From an optimization exercise on the open Yosys and OpenROAD flow, aimed at small area; shortcuts taken in it are not production practice.
Only simulation tests tie the RTL to the original design; equivalence was not proved.
No activity file was given, so power comes from the tool's default toggle rates.

[flow/run.sh]
#!/bin/bash
# synth_recipe.tcl (not shown) runs the flow's synth.tcl, then flattens the netlist and writes it again
# the make line also repeats each setting of config.mk as NAME=value (left out here)
make -C /OpenROAD-flow-scripts/flow DESIGN_CONFIG=/design/flow/config.mk WORK_HOME=/design/flow/orfs CLKGATE_MAP_FILE= SYNTH_SCRIPT=/design/flow/synth_recipe.tcl finish
[flow/config.mk]
export PLATFORM = sky130hd
export DESIGN_NAME = dtwBacktrace
export DESIGN_NICKNAME = dtwBacktrace
export VERILOG_FILES = /design/flow/design.v
export SDC_FILE = /design/flow/constraint.sdc
export NUM_CORES = 4
export LEC_CHECK = 0
export CAP_MARGIN = 20
export CORE_MARGIN = 2
export CORE_UTILIZATION = 40
export SLEW_MARGIN = 20
[flow/constraint.sdc]
create_clock -name core_clock -period 6.0 [get_ports {clk}]
set_input_delay 1.2000 -clock core_clock [delete_from_list [all_inputs] [get_ports {clk}]]
set_output_delay 1.2000 -clock core_clock [all_outputs]
set_load 0.01 [all_outputs]
[flow/design.v]
`timescale 1ns/1ps
package dtwPkg;
    localparam int SEQ_LEN  = 20;                  
    localparam int IDX_W    = 5;                   
    localparam int NUM_PE   = 6;                   
    localparam int PE_W     = 3;
    localparam int START_PE = 2;                   
    localparam int NUM_DIAG = 2 * SEQ_LEN - 1;     
    localparam int DIAG_W   = 6;
    localparam int PATH_W = 2;
    localparam int ROW_W  = NUM_PE * PATH_W;       
    localparam int DIST_W = 16;
    localparam int DATA_W = 32;
    typedef enum logic [PATH_W-1:0] {
        PATH_NONE = 2'd0,
        PATH_LEFT = 2'd1,                          
        PATH_UP   = 2'd2,                          
        PATH_DIAG = 2'd3                           
    } pathDir_e;
    typedef enum logic [1:0] {
        ST_LOAD  = 2'd0,
        ST_TRACE = 2'd1,
        ST_DONE  = 2'd2
    } btState_e;
endpackage
`timescale 1ns/1ps
module btControl (
    input  logic clk,
    input  logic nrst,
    input  logic i_btEna,
    input  logic i_atOrigin,
    output logic o_load,
    output logic o_step,
    output logic o_restart
);
    dtwPkg::btState_e state;
    dtwPkg::btState_e stateNext;
    always_comb begin
        stateNext = state;
        if (!i_btEna) begin
            stateNext = dtwPkg::ST_LOAD;                   
        end else begin
            case (state)
                dtwPkg::ST_LOAD: begin
                    stateNext = dtwPkg::ST_TRACE;
                end
                dtwPkg::ST_TRACE: begin
                    if (i_atOrigin) begin
                        stateNext = dtwPkg::ST_DONE;       
                    end
                end
                dtwPkg::ST_DONE: begin
                    stateNext = dtwPkg::ST_DONE;
                end
                default: begin
                    stateNext = dtwPkg::ST_LOAD;
                end
            endcase
        end
    end
    always_ff @(posedge clk or negedge nrst) begin
        if (!nrst) begin
            state <= dtwPkg::ST_LOAD;
        end else begin
            state <= stateNext;
        end
    end
    assign o_load    = (stateNext == dtwPkg::ST_LOAD);
    assign o_restart = (stateNext == dtwPkg::ST_LOAD);
    assign o_step = (state == dtwPkg::ST_TRACE) && (stateNext == dtwPkg::ST_TRACE);
endmodule
`timescale 1ns/1ps
module btCursor (
    input  logic                     clk,
    input  logic                     nrst,
    input  logic                     i_step,
    input  logic                     i_restart,
    input  dtwPkg::pathDir_e         i_dir,
    output logic [dtwPkg::DIAG_W-1:0] o_nit,
    output logic [dtwPkg::PE_W-1:0]   o_npe,
    output logic [dtwPkg::IDX_W-1:0]  o_tIndex,
    output logic [dtwPkg::IDX_W-1:0]  o_rIndex,
    output logic                     o_atOrigin
);
    logic [dtwPkg::DIAG_W-1:0] nit;                        
    logic [dtwPkg::PE_W-1:0]   npe;                        
    logic              samePe;                     
    logic [dtwPkg::IDX_W-1:0]  tIndex;
    logic [dtwPkg::IDX_W-1:0]  rIndex;
    always_ff @(posedge clk or negedge nrst) begin
        if (!nrst) begin
            nit    <= dtwPkg::DIAG_W'(dtwPkg::NUM_DIAG - 1);
            npe    <= dtwPkg::PE_W'(dtwPkg::START_PE);
            samePe <= 1'b1;
            tIndex <= dtwPkg::IDX_W'(dtwPkg::SEQ_LEN - 1);
            rIndex <= dtwPkg::IDX_W'(dtwPkg::SEQ_LEN - 1);
        end else if (i_restart) begin
            nit    <= dtwPkg::DIAG_W'(dtwPkg::NUM_DIAG - 1);
            npe    <= dtwPkg::PE_W'(dtwPkg::START_PE);
            samePe <= 1'b1;
            tIndex <= dtwPkg::IDX_W'(dtwPkg::SEQ_LEN - 1);
            rIndex <= dtwPkg::IDX_W'(dtwPkg::SEQ_LEN - 1);
        end else if (i_step) begin
            case (i_dir)
                dtwPkg::PATH_DIAG: begin
                    nit    <= nit - dtwPkg::DIAG_W'(2);    
                    tIndex <= tIndex - dtwPkg::IDX_W'(1);
                    rIndex <= rIndex - dtwPkg::IDX_W'(1);
                end
                dtwPkg::PATH_UP: begin
                    nit    <= nit - dtwPkg::DIAG_W'(1);
                    tIndex <= tIndex - dtwPkg::IDX_W'(1);
                    if (!samePe) begin
                        npe <= npe - dtwPkg::PE_W'(1);
                    end
                    samePe <= ~samePe;
                end
                dtwPkg::PATH_LEFT: begin
                    nit    <= nit - dtwPkg::DIAG_W'(1);
                    rIndex <= rIndex - dtwPkg::IDX_W'(1);
                    if (samePe) begin
                        npe <= npe + dtwPkg::PE_W'(1);
                    end
                    samePe <= ~samePe;
                end
                default: begin
                    nit <= nit - dtwPkg::DIAG_W'(1);       
                end
            endcase
        end
    end
    assign o_nit      = nit;
    assign o_npe      = npe;
    assign o_tIndex   = tIndex;
    assign o_rIndex   = rIndex;
    assign o_atOrigin = (tIndex == '0) && (rIndex == '0);
endmodule
`timescale 1ns/1ps
module pathStore (
    input  logic                      clk,
    input  logic                      nrst,
    input  logic                      i_load,
    input  logic [dtwPkg::ROW_W-1:0]  i_row,
    input  logic [dtwPkg::DIAG_W-1:0] i_nit,
    input  logic [dtwPkg::PE_W-1:0]   i_npe,
    output dtwPkg::pathDir_e          o_dir
);
    logic [dtwPkg::ROW_W-1:0]  mem [dtwPkg::NUM_DIAG];             
    logic [dtwPkg::ROW_W-1:0]  selRow;
    logic [dtwPkg::PATH_W-1:0] selBits;
    always_ff @(posedge clk or negedge nrst) begin
        if (!nrst) begin
            for (int k = 0; k < dtwPkg::NUM_DIAG; k++) begin
                mem[k] <= '1;                      
            end
        end else if (i_load) begin
            for (int k = 0; k < dtwPkg::NUM_DIAG - 1; k++) begin
                mem[k] <= mem[k+1];
            end
            mem[dtwPkg::NUM_DIAG-1] <= i_row;
        end
    end
    always_comb begin
        selRow  = '0;
        selBits = dtwPkg::PATH_NONE;
        if (int'(i_nit) < dtwPkg::NUM_DIAG) begin
            selRow = mem[i_nit];
            if (int'(i_npe) < dtwPkg::NUM_PE) begin
                selBits = selRow[(dtwPkg::NUM_PE - 1 - int'(i_npe)) * dtwPkg::PATH_W +: dtwPkg::PATH_W];
            end
        end
    end
    assign o_dir = dtwPkg::pathDir_e'(selBits);
endmodule
`timescale 1ns/1ps
module traceOutput (
    input  logic                      clk,
    input  logic                      nrst,
    input  logic                      i_btEna,
    input  logic [dtwPkg::DIST_W-1:0] i_finalDist,
    input  logic [dtwPkg::IDX_W-1:0]  i_tIndex,
    input  logic [dtwPkg::IDX_W-1:0]  i_rIndex,
    output logic [dtwPkg::DATA_W-1:0] o_data
);
    logic [dtwPkg::DIST_W-1:0] distReg;
    logic              enaQ;                       
    logic              enaQQ;
    logic              startPulse;
    logic [dtwPkg::DIST_W-1:0] distField;
    always_ff @(posedge clk) begin
        if (!i_btEna) begin
            distReg <= i_finalDist;                
        end
    end
    always_ff @(posedge clk or negedge nrst) begin
        if (!nrst) begin
            enaQ  <= 1'b0;
            enaQQ <= 1'b0;
        end else begin
            enaQ  <= i_btEna;
            enaQQ <= enaQ;
        end
    end
    assign startPulse = enaQ & ~enaQQ;
    assign distField  = startPulse ? distReg : '0;
    assign o_data = {3'b000, i_tIndex, 3'b000, i_rIndex, distField};
endmodule
`timescale 1ns/1ps
module dtwBacktrace (
    input  logic                      clk,
    input  logic                      nrst,
    input  logic                      i_btEna,
    input  logic [dtwPkg::ROW_W-1:0]  i_pathRow,
    input  logic [dtwPkg::DIST_W-1:0] i_finalDist,
    output logic                      o_btEnd,
    output logic [dtwPkg::DATA_W-1:0] o_data
);
    logic              ctlLoad;
    logic              ctlStep;
    logic              ctlRestart;
    logic [dtwPkg::DIAG_W-1:0] nit;
    logic [dtwPkg::PE_W-1:0]   npe;
    logic [dtwPkg::IDX_W-1:0]  tIndex;
    logic [dtwPkg::IDX_W-1:0]  rIndex;
    logic              atOrigin;
    dtwPkg::pathDir_e          dirSel;
    btControl btControl_i (
        .clk        (clk),
        .nrst       (nrst),
        .i_btEna    (i_btEna),
        .i_atOrigin (atOrigin),
        .o_load     (ctlLoad),
        .o_step     (ctlStep),
        .o_restart  (ctlRestart)
    );
    btCursor btCursor_i (
        .clk        (clk),
        .nrst       (nrst),
        .i_step     (ctlStep),
        .i_restart  (ctlRestart),
        .i_dir      (dirSel),
        .o_nit      (nit),
        .o_npe      (npe),
        .o_tIndex   (tIndex),
        .o_rIndex   (rIndex),
        .o_atOrigin (atOrigin)
    );
    pathStore pathStore_i (
        .clk    (clk),
        .nrst   (nrst),
        .i_load (ctlLoad),
        .i_row  (i_pathRow),
        .i_nit  (nit),
        .i_npe  (npe),
        .o_dir  (dirSel)
    );
    traceOutput traceOutput_i (
        .clk         (clk),
        .nrst        (nrst),
        .i_btEna     (i_btEna),
        .i_finalDist (i_finalDist),
        .i_tIndex    (tIndex),
        .i_rIndex    (rIndex),
        .o_data      (o_data)
    );
    assign o_btEnd = atOrigin;
endmodule
==> results.cfg <==
[clock_tree]
ctsResizeCount = 0
cts_made_buffers = 54
cts_root_buf = clkbuf_16
cts_htree_levels = 2
cts_setup_buffers = 0
cts_tree = done
clock_path_buffers = 3
clkSlewWorstSetupHoldPaths_ps = 60
clkLatencyLatePin_ps = 640
hold_buffers = 0
cts.sinks = 508

[sta]
fin_crit_ps = 5620
rsz0062_at_grt = no
setup_tns_ps = 0
setup_viol = 0
slew_viol_final = 0
finalHoldViolations = 0
worst_pin_slew_ps = 1140
fin_skew_ps = 25.2
setup_ws_ps = 383
period_share_pct = 93.6
relSlewSlack_pct = 23.9
max_freq_mhz = 178

[die]
initial_core_util_pct = 40.4
die_area_sq_um = 61400
top_level_ports = 64
rows = 89
die_h_um = 248
design.core.area_sq_um = 58900
die_w_um = 248

[detailed_routing]
route.detailed.drc = 0
wire_per_inst_um = 22.8
first_pass_iters = 7
wirelength_mm = 80.8
viasPerCell = 5.61
num_vias = 19900
final_antenna_net_count = 0
drtIter0Drc = 2224

[power]
switchingPower_mw = 2.69
ir_drop_v = 0.000269
cell_internal_pwr_mw = 6.50
power_leakage_nw = 12.3
p_clk_share_pct = 36.3
combPwrFrac_pct = 12.7
pwr_density_cell_nw_per_um2 = 340
seq_power_share_pct = 51.0
p_sw_share_pct = 29.3

[grt]
antenna_found_initial = 1
gr-total-overflow = 0
grt_start_max_net_pins = 183
grt_pass1_vias = 19100
grt_usage_pct = 26.4
grt_pass1_wl_mm = 121

[critical_path]
path_common_cell = nand2_1
r2r_cells = 16
crit_chain = nor4bb_1, and2_1, a22oi_1, nand4_1, or4_1, o221ai_1, a32oi_1, a21o_1, ha_1, nor2_1, o21ai_0, buf_4, nand2_1, nor3_1, xnor2_1, nand2_1
cp_max_fo = 36
cp-end-kind = flip-flop
crit_required_ps = 6530
crit_slowest_cell = dfstp_2
worstSetupPathType = reg2reg
cpPeakStageDelay_ps = 1080
crit_path_start_kind = flip-flop
worstPathArrival_ps = 6140

[synthesis]
ys_types = 73
synth_flop_cell = dfstp_2
synth_edf_count = 16
syn_area_sq_um = 23800
async_reset_ff_share_pct = 96.9
avgSynthCellArea_sq_um = 8.73
netlist_instances = 2724
synth_seq_cells = 508
seq_area_frac_synth_pct = 56.3
yosys_warnings = 5

[cells_and_area]
final_common_cell = nand2_1
final_cell_mix = nand2_1 (1,438), dfstp_2 (479), a22oi_1 (111)
nFillCells = 5564
drive_gt1_share_pct = 23.9
nets = 2779
area_growth_pct = 13.7

[placement]
port_buffers = 57
gp_congestion = 0.955
place_ws_ps = 596
dpl.hpwl_mm = 53.7

[outcome]
status = complete, no violations

[worst_hold_path]
whs_path_depth = 0
worst_hold_path_type = reg2reg

[run]
cap_violations = 0
## stage by stage
stage	utilization, %	power [mW]	std cells	hold slack, ps	instance area, sq um
after floorplan	-	5.22	2729	347	23800
after global placement	42.9	5.83	3451	354	25300
after detailed placement	42.9	5.88	3451	364	25300
after CTS	45.9	9.24	3549	376	27000
after global routing	45.9	9.59	3549	384	27000
final	45.9	9.19	3550	368	27000
## layout make-up
class	instances	area (sq um)	area share, %
Tap cell	773	967	3.58
Antenna cell	1	2.50	0.00925
Inverter	16	60.1	0.222
Multi-Input combinational cell	2031	9660	35.7
Sequential cell	508	13400	49.5
Clock inverter	19	169	0.625
Timing Repair Buffer	123	1180	4.38
Clock buffer	79	1620	5.97
## routing by layer
metal  GRT usage, %  wire [um]
met3           5.99       6660
met5          0.556         41
met4           9.93       3280
met2           40.6      36400
met1           36.2      34400
## kinds of logic (layout without fill, tap and decap cells)
logic type	after synthesis	count (layout)	synth area share [%]
fa+ha+maj	14	14	0.768
flops	508	508	56.3
buf+inv	190	237	3.39
compound gates	269	269	8.74
xor+xnor	10	10	0.368
mux	13	13	0.568
simple gates	1719	1719	29.9
other cells	1	7	0.0158
## worst paths after layout
kind / start / end / slack, ps
min in group asynchronous: nrst / btCursor_i.rIndex[3] / 500
worst max-delay path: btCursor_i.nit[2] / btCursor_i.tIndex[4] / 380
worst min register to register: traceOutput_i.enaQ / traceOutput_i.enaQQ / 370
worst max register to register: btCursor_i.nit[2] / btCursor_i.tIndex[4] / 380
max in group asynchronous: nrst / pathStore_i.mem[30][9] / 4300
worst min-delay path: traceOutput_i.enaQ / traceOutput_i.enaQQ / 370
## flip-flops by register name, summed over array words and instances, names as in the netlist
register,cells
pathStore_i.mem,468
btCursor_i.tIndex,5
btControl_i.state,2
traceOutput_i.enaQQ,1
btCursor_i.nit,6
btCursor_i.npe,3
traceOutput_i.enaQ,1
btCursor_i.samePe,1
traceOutput_i.distReg,16
btCursor_i.rIndex,5
## cell usage after synthesis, drive strengths merged, types with 6 or more instances
cell,number,share of area [%]
buf,29,0.85
a221oi,13,0.48
nand2,1439,23
dfrtp,13,1.4
a32oi,39,1.4
edfxtp,16,2.0
a2111oi,17,0.76
nand3b,9,0.32
o21ai,12,0.25
a22o,8,0.29
or4,11,0.35
nor2b,8,0.24
ha,13,0.68
nand3,30,0.63
and3,54,1.4
and2,33,0.87
nor2,45,0.73
nor4,6,0.16
xnor2,6,0.22
a22oi,112,3.6
a31oi,6,0.16
nor3,11,0.25
nor3b,7,0.24
dfstp,479,53
nand2b,7,0.18
inv,16,0.25
clkbuf,145,2.3
a21oi,28,0.59
mux2i,9,0.38
nand4,36,0.95
o22ai,6,0.18
## worst max-delay path, delay by kind of cell, from the launching register on
family          cells  cell delay [ps]
compound gates      5             1210
xor+xnor            1              150
fa+ha+maj           1              360
buf+inv             1              160
flops               1             1080
simple gates        8             2520
## power groups by stage
stage	Clock, mW	Sequential, mW	Combinational [mW]
after floorplan	0	4.44	0.778
after global placement	0	4.71	1.13
after detailed placement	0	4.71	1.17
after CTS	3.40	4.67	1.17
after global routing	3.55	4.72	1.32
final	3.33	4.68	1.17

## re-timing with driven ports
How much do the figures lean on ideal ports? The routed layout below was timed once more, with nothing changed but the port constraints.
Step 1, drivers: a clkbuf_16 drives clk and a buf_2 each remaining input, both assumed.
Step 2, shift: input delay + t, output delay - t, t = (earliest + latest rising clock arrival at the registers) / 2. This alone moves slack from input paths to output paths.
a / b / c = ideal ports / drivers / drivers and shift; a / b = the first two.
t, ns: 0.687
slack for setup (ns): 0.383 / 0.383 / 0.383
latest minus earliest clock arrival (ns): 0.025 / 0.026
pins driven straight from the clock port: 1
After both steps setup and hold are still met in this run. The setup slack of this run moves by 0.000 ns with the drivers and by 0.000 ns with both steps.
